From an optimization exercise on the open Yosys and OpenROAD flow, aimed at small area and a short achievable clock period; shortcuts taken in it are not production practice. The RTL was checked by simulation tests, not by an equivalence proof against the original design.

==> build 9 <==
Design adpll_mesh_top, start of the top module:
module adpll_mesh_top
(
    input  wire                          clk258_x,
    input  wire                          rst_n_i,
    input  wire                          cfg_req_i,
    input  wire                          cfg_we_i,
    input  wire [4-1:0]  cfg_addr_i,
    input  wire [16-1:0]  cfg_wdata_i,
    output logic                         cfg_ack_o,
    output logic [16-1:0] cfg_rdata_o,
    input  wire                          ref_i,      
    output logic [3:0]                   gen_o,      
    output logic [3:0]                   div8_o
);
clock: 15.0 ns
lec_check: 0
cap_margin: 20
core_margin: 2
core_utilization: 40
slew_margin: 20
standard.sh (not shown) runs the stock make flow with config.mk's settings and CLKGATE_MAP_FILE= SYNTH_SCRIPT=/design/flow/synth_recipe.tcl, a recipe that flattens the netlist after the stock synthesis.
==> flow/flow/run.sh <==
#!/bin/bash
# Standard layout, with timing repair aimed below the clock period: the repair
# steps (floorplan, CTS, global route) keep working on every path slower than
# the clock period less SETUP_SLACK_MARGIN. The constraints are unchanged.
set -euo pipefail
bash standard.sh SETUP_SLACK_MARGIN=8.5 finish > standard_flow.log 2>&1
==> build 87 (differences from build 9) <==
==> flow/run.sh (new file) <==
#!/bin/bash
# synth_recipe.tcl (not shown) runs the flow's synth.tcl, then flattens the netlist and writes it again
# the make line also repeats each setting of config.mk as NAME=value (left out here)
make -C /OpenROAD-flow-scripts/flow DESIGN_CONFIG=/design/flow/config.mk WORK_HOME=/design/flow/orfs CLKGATE_MAP_FILE= SYNTH_SCRIPT=/design/flow/synth_recipe.tcl finish
removed: flow/flow/run.sh
removed: flow/standard.sh
==> results.toml <==
[routing]
dr_total_vias = 54200
wl_met1_um = 84500
wire_per_inst_um = 20.9

[cells_and_area]
layout_common_cells = "779 x a21oi_1, 767 x nand2_1, 738 x inv_1"
clkbuf_count = 111
buf_share_pct = 2.24
buffers = 182

[critical_path]
reg2reg_to = "u_node_11.u_nco.acc_q[15]"

[place]
post-place-ws_ns = 7.04

[outcome]
status = "timing/DRC/antenna clean"
[end of results for build 87]
==> results.toml <==
[cells_and_area]
buf_share_pct = 3.91
buffers = 330
layout_common_cells = "764 x nand2_1, 728 x inv_1, 727 x a21oi_1"

[routing]
dr_total_vias = 55200
wl_met1_um = 86200

[critical_path]
reg2reg_to = "u_node_11.u_nco.acc_q[14]"

[outcome]
status = "timing/DRC/antenna clean"
[end of results for build 9]

---

==> run a <==
adpll_mesh_top, a different RTL version from the one above (not shown whole).
==> flow/config.mk <==
export PLATFORM = sky130hd
export DESIGN_NAME = adpll_mesh_top
export DESIGN_NICKNAME = adpll_mesh_top
export VERILOG_FILES = /design/flow/design.v
export SDC_FILE = /design/flow/constraint.sdc
export NUM_CORES = 4
export LEC_CHECK = 0
export CAP_MARGIN = 20
export CORE_MARGIN = 2
export CORE_UTILIZATION = 40
export SLEW_MARGIN = 20
==> flow/constraint.sdc <==
create_clock -name core_clock -period 15.0 [get_ports {clk258_x}]
set_input_delay 3.0000 -clock core_clock [delete_from_list [all_inputs] [get_ports {clk258_x}]]
set_output_delay 3.0000 -clock core_clock [all_outputs]
set_load 0.01 [all_outputs]
==> flow/flow/run.sh <==
#!/bin/bash
# Standard layout, with timing repair aimed below the clock period: the repair
# steps (floorplan, CTS, global route) keep working on every path slower than
# the clock period less SETUP_SLACK_MARGIN. The constraints are unchanged.
set -euo pipefail
bash standard.sh SETUP_SLACK_MARGIN=8.5 finish > standard_flow.log 2>&1
==> inputs of run b, as changes to run a <==
==> flow/flow/run.sh (replaced) <==
#!/bin/bash
# Standard layout, with timing repair aimed below the clock period: the repair
# steps (floorplan, CTS, global route) keep working on every path slower than
# the clock period less SETUP_SLACK_MARGIN. The constraints are unchanged.
set -euo pipefail
bash standard.sh SETUP_SLACK_MARGIN=9.5 finish > standard_flow.log 2>&1
- CORE_UTILIZATION: 40 -> 55
==> inputs of run c, as changes to run a <==
--- a/flow/design.v
+++ b/flow/design.v
@@ -36,14 +36,36 @@
     output logic [16-1:0] cfg_rdata_o,
     output adpll_cfg_pkg::gain_t         gains_o,
     output adpll_cfg_pkg::weight_t       weights_11_o,
     output adpll_cfg_pkg::weight_t       weights_12_o,
     output adpll_cfg_pkg::weight_t       weights_21_o,
     output adpll_cfg_pkg::weight_t       weights_22_o,
+    output logic [23:0]                  digits_11_o,     
+    output logic [23:0]                  digits_12_o,
+    output logic [23:0]                  digits_21_o,
+    output logic [23:0]                  digits_22_o,
     output logic                         enable_o
 );
+    logic                     wr_en;
+    assign wr_en = accept & cfg_we_i;
+    weight_reg #(.RESET({4'd2, 4'd0, 4'd1, 4'd1}), .USED(4'b1011)) u_w11 (
+        .clk258_x (clk258_x), .rst_n_i (rst_n_i),
+        .we_i (wr_en && cfg_addr_i == 4'd1), .wdata_i (cfg_wdata_i),
+        .value_o (weights_11_o), .digits_o (digits_11_o));
+    weight_reg #(.RESET({4'd2, 4'd0, 4'd0, 4'd2}), .USED(4'b1001)) u_w12 (
+        .clk258_x (clk258_x), .rst_n_i (rst_n_i),
+        .we_i (wr_en && cfg_addr_i == 4'd2), .wdata_i (cfg_wdata_i),
+        .value_o (weights_12_o), .digits_o (digits_12_o));
+    weight_reg #(.RESET({4'd0, 4'd2, 4'd2, 4'd0}), .USED(4'b0110)) u_w21 (
+        .clk258_x (clk258_x), .rst_n_i (rst_n_i),
+        .we_i (wr_en && cfg_addr_i == 4'd3), .wdata_i (cfg_wdata_i),
+        .value_o (weights_21_o), .digits_o (digits_21_o));
+    weight_reg #(.RESET({4'd2, 4'd2, 4'd0, 4'd0}), .USED(4'b1100)) u_w22 (
+        .clk258_x (clk258_x), .rst_n_i (rst_n_i),
+        .we_i (wr_en && cfg_addr_i == 4'd4), .wdata_i (cfg_wdata_i),
+        .value_o (weights_22_o), .digits_o (digits_22_o));
     logic                     req_q;
     logic                     accept;
     adpll_cfg_pkg::cfg_word_u wr_word;
     adpll_cfg_pkg::cfg_word_u rd_word;
     assign accept  = req_q & ~cfg_ack_o;     
     assign wr_word = cfg_wdata_i;
@@ -66,16 +88,12 @@
         if (!rst_n_i)
         begin
             req_q        <= 1'b0;
             cfg_ack_o    <= 1'b0;
             cfg_rdata_o  <= '0;
             gains_o      <= '0;
-            weights_11_o <= {4'd2, 4'd0, 4'd1, 4'd1};
-            weights_12_o <= {4'd2, 4'd0, 4'd0, 4'd2};
-            weights_21_o <= {4'd0, 4'd2, 4'd2, 4'd0};
-            weights_22_o <= {4'd2, 4'd2, 4'd0, 4'd0};
             enable_o     <= 1'b0;
         end
         else
         begin
             req_q     <= cfg_req_i;
             cfg_ack_o <= req_q;                  
@@ -84,23 +102,64 @@
             else if (!req_q)
                 cfg_rdata_o <= '0;
             if (accept && cfg_we_i)
             begin
                 case (cfg_addr_i)
                     4'd0: gains_o      <= wr_word.gain;
-                    4'd1:  weights_11_o <= wr_word.weight;
-                    4'd2:  weights_12_o <= wr_word.weight;
-                    4'd3:  weights_21_o <= wr_word.weight;
-                    4'd4:  weights_22_o <= wr_word.weight;
                     4'd5: enable_o     <= cfg_wdata_i[0];
                     default:          ;
                 endcase
             end
         end
     end
 endmodule
+module weight_reg #(
+    parameter logic [15:0] RESET = '0,
+    parameter logic [3:0]  USED  = '0
+)
+(
+    input  wire         clk258_x,
+    input  wire         rst_n_i,
+    input  wire         we_i,
+    input  wire  [15:0] wdata_i,
+    output logic [15:0] value_o,
+    output logic [23:0] digits_o
+);
+    function automatic logic [2:0] onehot(input logic [1:0] v);
+        onehot = {v[1] & v[0], v[1] & ~v[0], ~v[1] & v[0]};
+    endfunction
+    genvar n;
+    generate
+        for (n = 0; n < 4; n = n + 1) begin : g_nib
+            if (USED[n]) begin : g_dig
+                logic [5:0] d_q;
+                always_ff @(posedge clk258_x or negedge rst_n_i)
+                begin
+                    if (!rst_n_i)
+                        d_q <= {onehot(RESET[4*n+2 +: 2]), onehot(RESET[4*n +: 2])};
+                    else if (we_i)
+                        d_q <= {onehot(wdata_i[4*n+2 +: 2]), onehot(wdata_i[4*n +: 2])};
+                end
+                assign digits_o[6*n +: 6] = d_q;
+                assign value_o[4*n +: 4]  = {d_q[5] | d_q[4], d_q[5] | d_q[3],
+                                             d_q[2] | d_q[1], d_q[2] | d_q[0]};
+            end else begin : g_raw
+                logic [3:0] w_q;
+                always_ff @(posedge clk258_x or negedge rst_n_i)
+                begin
+                    if (!rst_n_i)
+                        w_q <= RESET[4*n +: 4];
+                    else if (we_i)
+                        w_q <= wdata_i[4*n +: 4];
+                end
+                assign value_o[4*n +: 4]  = w_q;
+                assign digits_o[6*n +: 6] = {onehot(w_q[3:2]), onehot(w_q[1:0])};
+            end
+        end
+    endgenerate
+endmodule
 `default_nettype wire
 `timescale 1ns/100ps
 `default_nettype none
 module pd_counter
 (
     input  wire       clk258_x,
@@ -442,76 +501,76 @@
     end
 endmodule
 `default_nettype wire
 `default_nettype none
 module err_sum3
 (
-    input  wire [3:0] w0,
+    input  wire [5:0] h0,
     input  wire [4:0] e0,
     input  wire [6:0] t0,
-    input  wire [3:0] w1,
+    input  wire [5:0] h1,
     input  wire [4:0] e1,
     input  wire [6:0] t1,
-    input  wire [3:0] w2,
+    input  wire [5:0] h2,
     input  wire [4:0] e2,
     input  wire [6:0] t2,
     output logic [10:0] s_o
 );
-    wire d00_1 = w0[0] & ~w0[1];
-    wire d00_2 = ~w0[0] & w0[1];
-    wire d00_3 = w0[0] & w0[1];
+    wire d00_1 = h0[0];
+    wire d00_2 = h0[1];
+    wire d00_3 = h0[2];
     wire r00_0 = (d00_1 & e0[0]) | (d00_2 & 1'b0) | (d00_3 & t0[0]);
     wire r00_1 = (d00_1 & e0[1]) | (d00_2 & e0[0]) | (d00_3 & t0[1]);
     wire r00_2 = (d00_1 & e0[2]) | (d00_2 & e0[1]) | (d00_3 & t0[2]);
     wire r00_3 = (d00_1 & e0[3]) | (d00_2 & e0[2]) | (d00_3 & t0[3]);
     wire r00_4 = (d00_1 & e0[4]) | (d00_2 & e0[3]) | (d00_3 & t0[4]);
     wire r00_5 = (d00_1 & e0[4]) | (d00_2 & e0[4]) | (d00_3 & t0[5]);
     wire r00_6 = (d00_1 & e0[4]) | (d00_2 & e0[4]) | (d00_3 & t0[6]);
-    wire d01_1 = w0[2] & ~w0[3];
-    wire d01_2 = ~w0[2] & w0[3];
-    wire d01_3 = w0[2] & w0[3];
+    wire d01_1 = h0[3];
+    wire d01_2 = h0[4];
+    wire d01_3 = h0[5];
     wire r01_0 = (d01_1 & e0[0]) | (d01_2 & 1'b0) | (d01_3 & t0[0]);
     wire r01_1 = (d01_1 & e0[1]) | (d01_2 & e0[0]) | (d01_3 & t0[1]);
     wire r01_2 = (d01_1 & e0[2]) | (d01_2 & e0[1]) | (d01_3 & t0[2]);
     wire r01_3 = (d01_1 & e0[3]) | (d01_2 & e0[2]) | (d01_3 & t0[3]);
     wire r01_4 = (d01_1 & e0[4]) | (d01_2 & e0[3]) | (d01_3 & t0[4]);
     wire r01_5 = (d01_1 & e0[4]) | (d01_2 & e0[4]) | (d01_3 & t0[5]);
     wire r01_6 = (d01_1 & e0[4]) | (d01_2 & e0[4]) | (d01_3 & t0[6]);
-    wire d10_1 = w1[0] & ~w1[1];
-    wire d10_2 = ~w1[0] & w1[1];
-    wire d10_3 = w1[0] & w1[1];
+    wire d10_1 = h1[0];
+    wire d10_2 = h1[1];
+    wire d10_3 = h1[2];
     wire r10_0 = (d10_1 & e1[0]) | (d10_2 & 1'b0) | (d10_3 & t1[0]);
     wire r10_1 = (d10_1 & e1[1]) | (d10_2 & e1[0]) | (d10_3 & t1[1]);
     wire r10_2 = (d10_1 & e1[2]) | (d10_2 & e1[1]) | (d10_3 & t1[2]);
     wire r10_3 = (d10_1 & e1[3]) | (d10_2 & e1[2]) | (d10_3 & t1[3]);
     wire r10_4 = (d10_1 & e1[4]) | (d10_2 & e1[3]) | (d10_3 & t1[4]);
     wire r10_5 = (d10_1 & e1[4]) | (d10_2 & e1[4]) | (d10_3 & t1[5]);
     wire r10_6 = (d10_1 & e1[4]) | (d10_2 & e1[4]) | (d10_3 & t1[6]);
-    wire d11_1 = w1[2] & ~w1[3];
-    wire d11_2 = ~w1[2] & w1[3];
-    wire d11_3 = w1[2] & w1[3];
+    wire d11_1 = h1[3];
+    wire d11_2 = h1[4];
+    wire d11_3 = h1[5];
     wire r11_0 = (d11_1 & e1[0]) | (d11_2 & 1'b0) | (d11_3 & t1[0]);
     wire r11_1 = (d11_1 & e1[1]) | (d11_2 & e1[0]) | (d11_3 & t1[1]);
     wire r11_2 = (d11_1 & e1[2]) | (d11_2 & e1[1]) | (d11_3 & t1[2]);
     wire r11_3 = (d11_1 & e1[3]) | (d11_2 & e1[2]) | (d11_3 & t1[3]);
     wire r11_4 = (d11_1 & e1[4]) | (d11_2 & e1[3]) | (d11_3 & t1[4]);
     wire r11_5 = (d11_1 & e1[4]) | (d11_2 & e1[4]) | (d11_3 & t1[5]);
     wire r11_6 = (d11_1 & e1[4]) | (d11_2 & e1[4]) | (d11_3 & t1[6]);
-    wire d20_1 = w2[0] & ~w2[1];
-    wire d20_2 = ~w2[0] & w2[1];
-    wire d20_3 = w2[0] & w2[1];
+    wire d20_1 = h2[0];
+    wire d20_2 = h2[1];
+    wire d20_3 = h2[2];
     wire r20_0 = (d20_1 & e2[0]) | (d20_2 & 1'b0) | (d20_3 & t2[0]);
     wire r20_1 = (d20_1 & e2[1]) | (d20_2 & e2[0]) | (d20_3 & t2[1]);
     wire r20_2 = (d20_1 & e2[2]) | (d20_2 & e2[1]) | (d20_3 & t2[2]);
     wire r20_3 = (d20_1 & e2[3]) | (d20_2 & e2[2]) | (d20_3 & t2[3]);
     wire r20_4 = (d20_1 & e2[4]) | (d20_2 & e2[3]) | (d20_3 & t2[4]);
     wire r20_5 = (d20_1 & e2[4]) | (d20_2 & e2[4]) | (d20_3 & t2[5]);
     wire r20_6 = (d20_1 & e2[4]) | (d20_2 & e2[4]) | (d20_3 & t2[6]);
-    wire d21_1 = w2[2] & ~w2[3];
-    wire d21_2 = ~w2[2] & w2[3];
-    wire d21_3 = w2[2] & w2[3];
+    wire d21_1 = h2[3];
+    wire d21_2 = h2[4];
+    wire d21_3 = h2[5];
     wire r21_0 = (d21_1 & e2[0]) | (d21_2 & 1'b0) | (d21_3 & t2[0]);
     wire r21_1 = (d21_1 & e2[1]) | (d21_2 & e2[0]) | (d21_3 & t2[1]);
     wire r21_2 = (d21_1 & e2[2]) | (d21_2 & e2[1]) | (d21_3 & t2[2]);
     wire r21_3 = (d21_1 & e2[3]) | (d21_2 & e2[2]) | (d21_3 & t2[3]);
     wire r21_4 = (d21_1 & e2[4]) | (d21_2 & e2[3]) | (d21_3 & t2[4]);
     wire r21_5 = (d21_1 & e2[4]) | (d21_2 & e2[4]) | (d21_3 & t2[5]);
@@ -621,53 +680,53 @@
     assign s_t51 = s_t20 ^ s_t32 ^ s_t33;
     assign s_t52 = (s_t20 & s_t32) | (s_t20 & s_t33) | (s_t32 & s_t33);
     assign s_o = {1'b1, s_t34, s_t50, s_t48, s_t46, s_t44, s_t42, s_t40, s_t38, s_t36, (r20_0)} + {1'b0, s_t52, s_t51, s_t49, s_t47, s_t45, s_t43, s_t41, s_t39, s_t37, s_t35};
 endmodule
 module err_sum2
 (
-    input  wire [3:0] w0,
+    input  wire [5:0] h0,
     input  wire [4:0] e0,
     input  wire [6:0] t0,
-    input  wire [3:0] w1,
+    input  wire [5:0] h1,
     input  wire [4:0] e1,
     input  wire [6:0] t1,
     output logic [9:0] s_o
 );
-    wire d00_1 = w0[0] & ~w0[1];
-    wire d00_2 = ~w0[0] & w0[1];
-    wire d00_3 = w0[0] & w0[1];
+    wire d00_1 = h0[0];
+    wire d00_2 = h0[1];
+    wire d00_3 = h0[2];
     wire r00_0 = (d00_1 & e0[0]) | (d00_2 & 1'b0) | (d00_3 & t0[0]);
     wire r00_1 = (d00_1 & e0[1]) | (d00_2 & e0[0]) | (d00_3 & t0[1]);
     wire r00_2 = (d00_1 & e0[2]) | (d00_2 & e0[1]) | (d00_3 & t0[2]);
     wire r00_3 = (d00_1 & e0[3]) | (d00_2 & e0[2]) | (d00_3 & t0[3]);
     wire r00_4 = (d00_1 & e0[4]) | (d00_2 & e0[3]) | (d00_3 & t0[4]);
     wire r00_5 = (d00_1 & e0[4]) | (d00_2 & e0[4]) | (d00_3 & t0[5]);
     wire r00_6 = (d00_1 & e0[4]) | (d00_2 & e0[4]) | (d00_3 & t0[6]);
-    wire d01_1 = w0[2] & ~w0[3];
-    wire d01_2 = ~w0[2] & w0[3];
-    wire d01_3 = w0[2] & w0[3];
+    wire d01_1 = h0[3];
+    wire d01_2 = h0[4];
+    wire d01_3 = h0[5];
     wire r01_0 = (d01_1 & e0[0]) | (d01_2 & 1'b0) | (d01_3 & t0[0]);
     wire r01_1 = (d01_1 & e0[1]) | (d01_2 & e0[0]) | (d01_3 & t0[1]);
     wire r01_2 = (d01_1 & e0[2]) | (d01_2 & e0[1]) | (d01_3 & t0[2]);
     wire r01_3 = (d01_1 & e0[3]) | (d01_2 & e0[2]) | (d01_3 & t0[3]);
     wire r01_4 = (d01_1 & e0[4]) | (d01_2 & e0[3]) | (d01_3 & t0[4]);
     wire r01_5 = (d01_1 & e0[4]) | (d01_2 & e0[4]) | (d01_3 & t0[5]);
     wire r01_6 = (d01_1 & e0[4]) | (d01_2 & e0[4]) | (d01_3 & t0[6]);
-    wire d10_1 = w1[0] & ~w1[1];
-    wire d10_2 = ~w1[0] & w1[1];
-    wire d10_3 = w1[0] & w1[1];
+    wire d10_1 = h1[0];
+    wire d10_2 = h1[1];
+    wire d10_3 = h1[2];
     wire r10_0 = (d10_1 & e1[0]) | (d10_2 & 1'b0) | (d10_3 & t1[0]);
     wire r10_1 = (d10_1 & e1[1]) | (d10_2 & e1[0]) | (d10_3 & t1[1]);
     wire r10_2 = (d10_1 & e1[2]) | (d10_2 & e1[1]) | (d10_3 & t1[2]);
     wire r10_3 = (d10_1 & e1[3]) | (d10_2 & e1[2]) | (d10_3 & t1[3]);
     wire r10_4 = (d10_1 & e1[4]) | (d10_2 & e1[3]) | (d10_3 & t1[4]);
     wire r10_5 = (d10_1 & e1[4]) | (d10_2 & e1[4]) | (d10_3 & t1[5]);
     wire r10_6 = (d10_1 & e1[4]) | (d10_2 & e1[4]) | (d10_3 & t1[6]);
-    wire d11_1 = w1[2] & ~w1[3];
-    wire d11_2 = ~w1[2] & w1[3];
-    wire d11_3 = w1[2] & w1[3];
+    wire d11_1 = h1[3];
+    wire d11_2 = h1[4];
+    wire d11_3 = h1[5];
     wire r11_0 = (d11_1 & e1[0]) | (d11_2 & 1'b0) | (d11_3 & t1[0]);
     wire r11_1 = (d11_1 & e1[1]) | (d11_2 & e1[0]) | (d11_3 & t1[1]);
     wire r11_2 = (d11_1 & e1[2]) | (d11_2 & e1[1]) | (d11_3 & t1[2]);
     wire r11_3 = (d11_1 & e1[3]) | (d11_2 & e1[2]) | (d11_3 & t1[3]);
     wire r11_4 = (d11_1 & e1[4]) | (d11_2 & e1[3]) | (d11_3 & t1[4]);
     wire r11_5 = (d11_1 & e1[4]) | (d11_2 & e1[4]) | (d11_3 & t1[5]);
@@ -761,53 +820,53 @@
     assign s_t43 = ~(r11_6) ^ (r01_6) ^ s_t28;
     assign s_t44 = (~(r11_6) & (r01_6)) | (~(r11_6) & s_t28) | ((r01_6) & s_t28);
     assign s_o = {~(r01_6), s_t42, s_t40, s_t38, s_t36, s_t34, s_t32, s_t30, (d00_3), (r00_0)} + {s_t44, s_t43, s_t41, s_t39, s_t37, s_t35, s_t33, s_t31, s_t29, (r10_0)};
 endmodule
 module err_sum2o
 (
-    input  wire [3:0] w0,
+    input  wire [5:0] h0,
     input  wire [4:0] e0,
     input  wire [6:0] t0,
-    input  wire [3:0] w1,
+    input  wire [5:0] h1,
     input  wire [4:0] e1,
     input  wire [6:0] t1,
     output logic [9:0] s_o
 );
-    wire d00_1 = w0[0] & ~w0[1];
-    wire d00_2 = ~w0[0] & w0[1];
-    wire d00_3 = w0[0] & w0[1];
+    wire d00_1 = h0[0];
+    wire d00_2 = h0[1];
+    wire d00_3 = h0[2];
     wire r00_0 = (d00_1 & e0[0]) | (d00_2 & 1'b0) | (d00_3 & t0[0]);
     wire r00_1 = (d00_1 & e0[1]) | (d00_2 & e0[0]) | (d00_3 & t0[1]);
     wire r00_2 = (d00_1 & e0[2]) | (d00_2 & e0[1]) | (d00_3 & t0[2]);
     wire r00_3 = (d00_1 & e0[3]) | (d00_2 & e0[2]) | (d00_3 & t0[3]);
     wire r00_4 = (d00_1 & e0[4]) | (d00_2 & e0[3]) | (d00_3 & t0[4]);
     wire r00_5 = (d00_1 & e0[4]) | (d00_2 & e0[4]) | (d00_3 & t0[5]);
     wire r00_6 = (d00_1 & e0[4]) | (d00_2 & e0[4]) | (d00_3 & t0[6]);
-    wire d01_1 = w0[2] & ~w0[3];
-    wire d01_2 = ~w0[2] & w0[3];
-    wire d01_3 = w0[2] & w0[3];
+    wire d01_1 = h0[3];
+    wire d01_2 = h0[4];
+    wire d01_3 = h0[5];
     wire r01_0 = (d01_1 & e0[0]) | (d01_2 & 1'b0) | (d01_3 & t0[0]);
     wire r01_1 = (d01_1 & e0[1]) | (d01_2 & e0[0]) | (d01_3 & t0[1]);
     wire r01_2 = (d01_1 & e0[2]) | (d01_2 & e0[1]) | (d01_3 & t0[2]);
     wire r01_3 = (d01_1 & e0[3]) | (d01_2 & e0[2]) | (d01_3 & t0[3]);
     wire r01_4 = (d01_1 & e0[4]) | (d01_2 & e0[3]) | (d01_3 & t0[4]);
     wire r01_5 = (d01_1 & e0[4]) | (d01_2 & e0[4]) | (d01_3 & t0[5]);
     wire r01_6 = (d01_1 & e0[4]) | (d01_2 & e0[4]) | (d01_3 & t0[6]);
-    wire d10_1 = w1[0] & ~w1[1];
-    wire d10_2 = ~w1[0] & w1[1];
-    wire d10_3 = w1[0] & w1[1];
+    wire d10_1 = h1[0];
+    wire d10_2 = h1[1];
+    wire d10_3 = h1[2];
     wire r10_0 = (d10_1 & e1[0]) | (d10_2 & 1'b0) | (d10_3 & t1[0]);
     wire r10_1 = (d10_1 & e1[1]) | (d10_2 & e1[0]) | (d10_3 & t1[1]);
     wire r10_2 = (d10_1 & e1[2]) | (d10_2 & e1[1]) | (d10_3 & t1[2]);
     wire r10_3 = (d10_1 & e1[3]) | (d10_2 & e1[2]) | (d10_3 & t1[3]);
     wire r10_4 = (d10_1 & e1[4]) | (d10_2 & e1[3]) | (d10_3 & t1[4]);
     wire r10_5 = (d10_1 & e1[4]) | (d10_2 & e1[4]) | (d10_3 & t1[5]);
     wire r10_6 = (d10_1 & e1[4]) | (d10_2 & e1[4]) | (d10_3 & t1[6]);
-    wire d11_1 = w1[2] & ~w1[3];
-    wire d11_2 = ~w1[2] & w1[3];
-    wire d11_3 = w1[2] & w1[3];
+    wire d11_1 = h1[3];
+    wire d11_2 = h1[4];
+    wire d11_3 = h1[5];
     wire r11_0 = (d11_1 & e1[0]) | (d11_2 & 1'b0) | (d11_3 & t1[0]);
     wire r11_1 = (d11_1 & e1[1]) | (d11_2 & e1[0]) | (d11_3 & t1[1]);
     wire r11_2 = (d11_1 & e1[2]) | (d11_2 & e1[1]) | (d11_3 & t1[2]);
     wire r11_3 = (d11_1 & e1[3]) | (d11_2 & e1[2]) | (d11_3 & t1[3]);
     wire r11_4 = (d11_1 & e1[4]) | (d11_2 & e1[3]) | (d11_3 & t1[4]);
     wire r11_5 = (d11_1 & e1[4]) | (d11_2 & e1[4]) | (d11_3 & t1[5]);
@@ -1972,12 +2031,13 @@
     adpll_cfg_pkg::gain_t     gains;
     adpll_cfg_pkg::weight_t   w11;
     adpll_cfg_pkg::weight_t   w12;
     adpll_cfg_pkg::weight_t   w21;
     adpll_cfg_pkg::weight_t   w22;
     logic                     enable;
+    logic [23:0]              d11, d12, d21, d22;     
     logic [3:0]               fb_rise;
     logic                     ref_q;
     logic                     ref_rise;
     logic [7:0]               cnt_ref;      
     logic [7:0]               cnt_11;       
     logic [7:0]               cnt_12;
@@ -2007,12 +2067,16 @@
         .cfg_rdata_o  (cfg_rdata_o),
         .gains_o      (gains),
         .weights_11_o (w11),
         .weights_12_o (w12),
         .weights_21_o (w21),
         .weights_22_o (w22),
+        .digits_11_o  (d11),
+        .digits_12_o  (d12),
+        .digits_21_o  (d21),
+        .digits_22_o  (d22),
         .enable_o     (enable)
     );
     always_ff @(posedge clk258_x or negedge rst_n_i)
     begin
         if (!rst_n_i)
             ref_q <= 1'b0;
@@ -2042,21 +2106,21 @@
     phase_detector #(.PLUS2(1'b1)) u_pd_22_left (.clk258_x (clk258_x), .rst_n_i (rst_n_i), .enable_i (enable),
         .ref_rise_i (fb_rise[2]), .fb_rise_i (fb_rise[3]), .cnt_i (cnt_21),  .err_o (e22_left),
         .err3_o (e22_left3));
     phase_detector #(.PLUS2(1'b1)) u_pd_22_above (.clk258_x (clk258_x), .rst_n_i (rst_n_i), .enable_i (enable),
         .ref_rise_i (fb_rise[1]), .fb_rise_i (fb_rise[3]), .cnt_i (cnt_12),  .err_o (e22_above),
         .err3_o (e22_above3));
-    err_sum3  u_sum_11 (.w0 (w11.left),  .e0 (e11_left),   .t0 (e11_left3),
-                        .w1 (w11.right), .e1 (~e12_left),  .t1 (~e12_left3),
-                        .w2 (w11.below), .e2 (~e21_above), .t2 (~e21_above3), .s_o (s11));
-    err_sum2  u_sum_12 (.w0 (w12.left),  .e0 (e12_left),   .t0 (e12_left3),
-                        .w1 (w12.below), .e1 (~e22_above), .t1 (~e22_above3), .s_o (s12));
-    err_sum2  u_sum_21 (.w0 (w21.above), .e0 (e21_above),  .t0 (e21_above3),
-                        .w1 (w21.right), .e1 (~e22_left),  .t1 (~e22_left3),  .s_o (s21));
-    err_sum2o u_sum_22 (.w0 (w22.left),  .e0 (e22_left),   .t0 (e22_left3),
-                        .w1 (w22.above), .e1 (e22_above),  .t1 (e22_above3),  .s_o (s22));
+    err_sum3  u_sum_11 (.h0 (d11[23:18]),  .e0 (e11_left),   .t0 (e11_left3),
+                        .h1 (d11[11:6]), .e1 (~e12_left),  .t1 (~e12_left3),
+                        .h2 (d11[5:0]), .e2 (~e21_above), .t2 (~e21_above3), .s_o (s11));
+    err_sum2  u_sum_12 (.h0 (d12[23:18]),  .e0 (e12_left),   .t0 (e12_left3),
+                        .h1 (d12[5:0]), .e1 (~e22_above), .t1 (~e22_above3), .s_o (s12));
+    err_sum2  u_sum_21 (.h0 (d21[17:12]), .e0 (e21_above),  .t0 (e21_above3),
+                        .h1 (d21[11:6]), .e1 (~e22_left),  .t1 (~e22_left3),  .s_o (s21));
+    err_sum2o u_sum_22 (.h0 (d22[23:18]),  .e0 (e22_left),   .t0 (e22_left3),
+                        .h1 (d22[17:12]), .e1 (e22_above),  .t1 (e22_above3),  .s_o (s22));
     mesh_node #(.SW(11)) u_node_11 (.clk258_x (clk258_x), .rst_n_i (rst_n_i), .enable_i (enable),
         .err_sum_i (s11), .gains_i (gains), .gen_o (gen_o[0]), .div8_o (div8_o[0]), .fb_rise_o (fb_rise[0]));
     mesh_node #(.SW(10)) u_node_12 (.clk258_x (clk258_x), .rst_n_i (rst_n_i), .enable_i (enable),
         .err_sum_i (s12), .gains_i (gains), .gen_o (gen_o[1]), .div8_o (div8_o[1]), .fb_rise_o (fb_rise[1]));
     mesh_node #(.SW(10)) u_node_21 (.clk258_x (clk258_x), .rst_n_i (rst_n_i), .enable_i (enable),
         .err_sum_i (s21), .gains_i (gains), .gen_o (gen_o[2]), .div8_o (div8_o[2]), .fb_rise_o (fb_rise[2]));
- CORE_UTILIZATION: 40 -> 50
==> run_results.csv <==
group,metric,value,unit
final_layout,drive_gt1_share,21.2,%
final_layout,fillCellCount,9534,
worst_setup_path,r2r-start,"u_ctrl.weights_22_o[9]",
run_status,outcome,"finished clean",
clock_network,cts_sinks,654,
final_layout,final_area,75200,µm²
detailed_routing,vias,57816,
synthesis,yosysMostFrequentCell,"a21oi_1",
final_layout,seq_share,20.3,%
floorplanning,die_w,343,µm
floorplanning,dieArea,118000,µm²
timing,worst_slew_pin_slew,1.27,ns
min_path,holdCritStartpoint,"u_ctrl.req_q",
worst_setup_path,arrival,6.87,ns
detailed_routing,routed_wl,216000,µm
worst_setup_path,rr_endpoint,"u_node_22.u_filter.ph_b_q[6]",
# the run above: run b

==> run_results.csv <==
group,metric,value,unit
clock_network,cts_sinks,672,
final_layout,seq_share,22.7,%
worst_setup_path,r2r-start,"u_pd_12_left.err_o[3]",
final_layout,fillCellCount,11716,
detailed_routing,routed_wl,208000,µm
final_layout,final-clk-cell-share,4.39,%
synthesis,yosysMostFrequentCell,"inv_1",
final_layout,drive_gt1_share,8.34,%
worst_setup_path,arrival,7.00,ns
min_path,holdCritStartpoint,"u_ctrl.req_q",
detailed_routing,vias,56990,
worst_setup_path,cp-start-kind,"flop",
timing,worst_slew_pin_slew,1.23,ns
final_layout,final_area,69300,µm²
floorplanning,dieArea,130000,µm²
floorplanning,die_w,361,µm
run_status,outcome,"finished clean",
# the run above: run c

==> run_results.csv <==
group,metric,value,unit
synthesis,yosysMostFrequentCell,"a21oi_1",
synthesis,ys.flop_type,"dfrtp_1",
detailed_routing,routed_wl,202000,µm
min_path,holdCritStartpoint,"u_node_21.u_filter.integ_q[18]",
clock_network,cts_sinks,654,
worst_setup_path,r2r-start,"u_ctrl.weights_22_o[13]",
worst_setup_path,path_class,"reg2reg",
worst_setup_path,rr_endpoint,"u_node_22.u_filter.ph_b_q[8]",
placement,place_area,65400,µm²
global_route,grt_pass1_wl,313000,µm
worst_setup_path,arrival,7.12,ns
timing,worst_slew_pin_slew,1.20,ns
worst_setup_path,crit_chain,"nor2b_4 -> a22oi_2 -> fa_1 -> inv_1 -> fa_1 -> inv_1 -> fa_1 -> inv_1 -> ha_4 -> inv_1 -> o21bai_1 -> a21oi_2 -> o21bai_1 -> a21oi_2 -> buf_4 -> mux2i_4 -> buf_4 -> nor2_2 -> nand2_1 -> o221ai_1 -> fa_1 -> fa_1",
final_layout,drive_gt1_share,10.5,%
final_layout,seq_share,21.8,%
floorplanning,die_w,401,µm
run_status,outcome,"finished clean",
final_layout,final_area,69900,µm²
# the run above: run a

[separate check: timing with driven ports]
The results above use ideal ports. As a check the final layouts listed here were re-extracted and re-timed, cells and wires unchanged. Step 1, drivers: a clkbuf_16 drives clk258_x and a buf_2 each remaining input, both assumed. Step 2 adds t to the input delays and takes it off the output delays; t is the mean of the earliest and latest rising clock arrival at the registers after step 1. Input paths then give back, and output paths get back, about the clock's delay inside the block. Three values: ideal, step 1, step 2; two values: the first two.
run | t, ns | slack for setup (ns) | worst setup path at the end
build 9 | 0.770 | 8.308 / 8.308 / 8.308 | register to register
build 87 | 0.776 | 7.144 / 7.144 / 7.144 | register to register
run a | 0.779 | 8.467 / 8.467 / 8.467 | register to register
run b | 0.784 | 8.696 / 8.696 / 8.696 | register to register
run c | 0.787 | 8.609 / 8.609 / 8.312 | input to register
After both steps every run listed still meets setup and hold. For run c, which loses most, drivers alone change the setup slack by 0.000 ns; drivers and shift together by -0.297 ns.
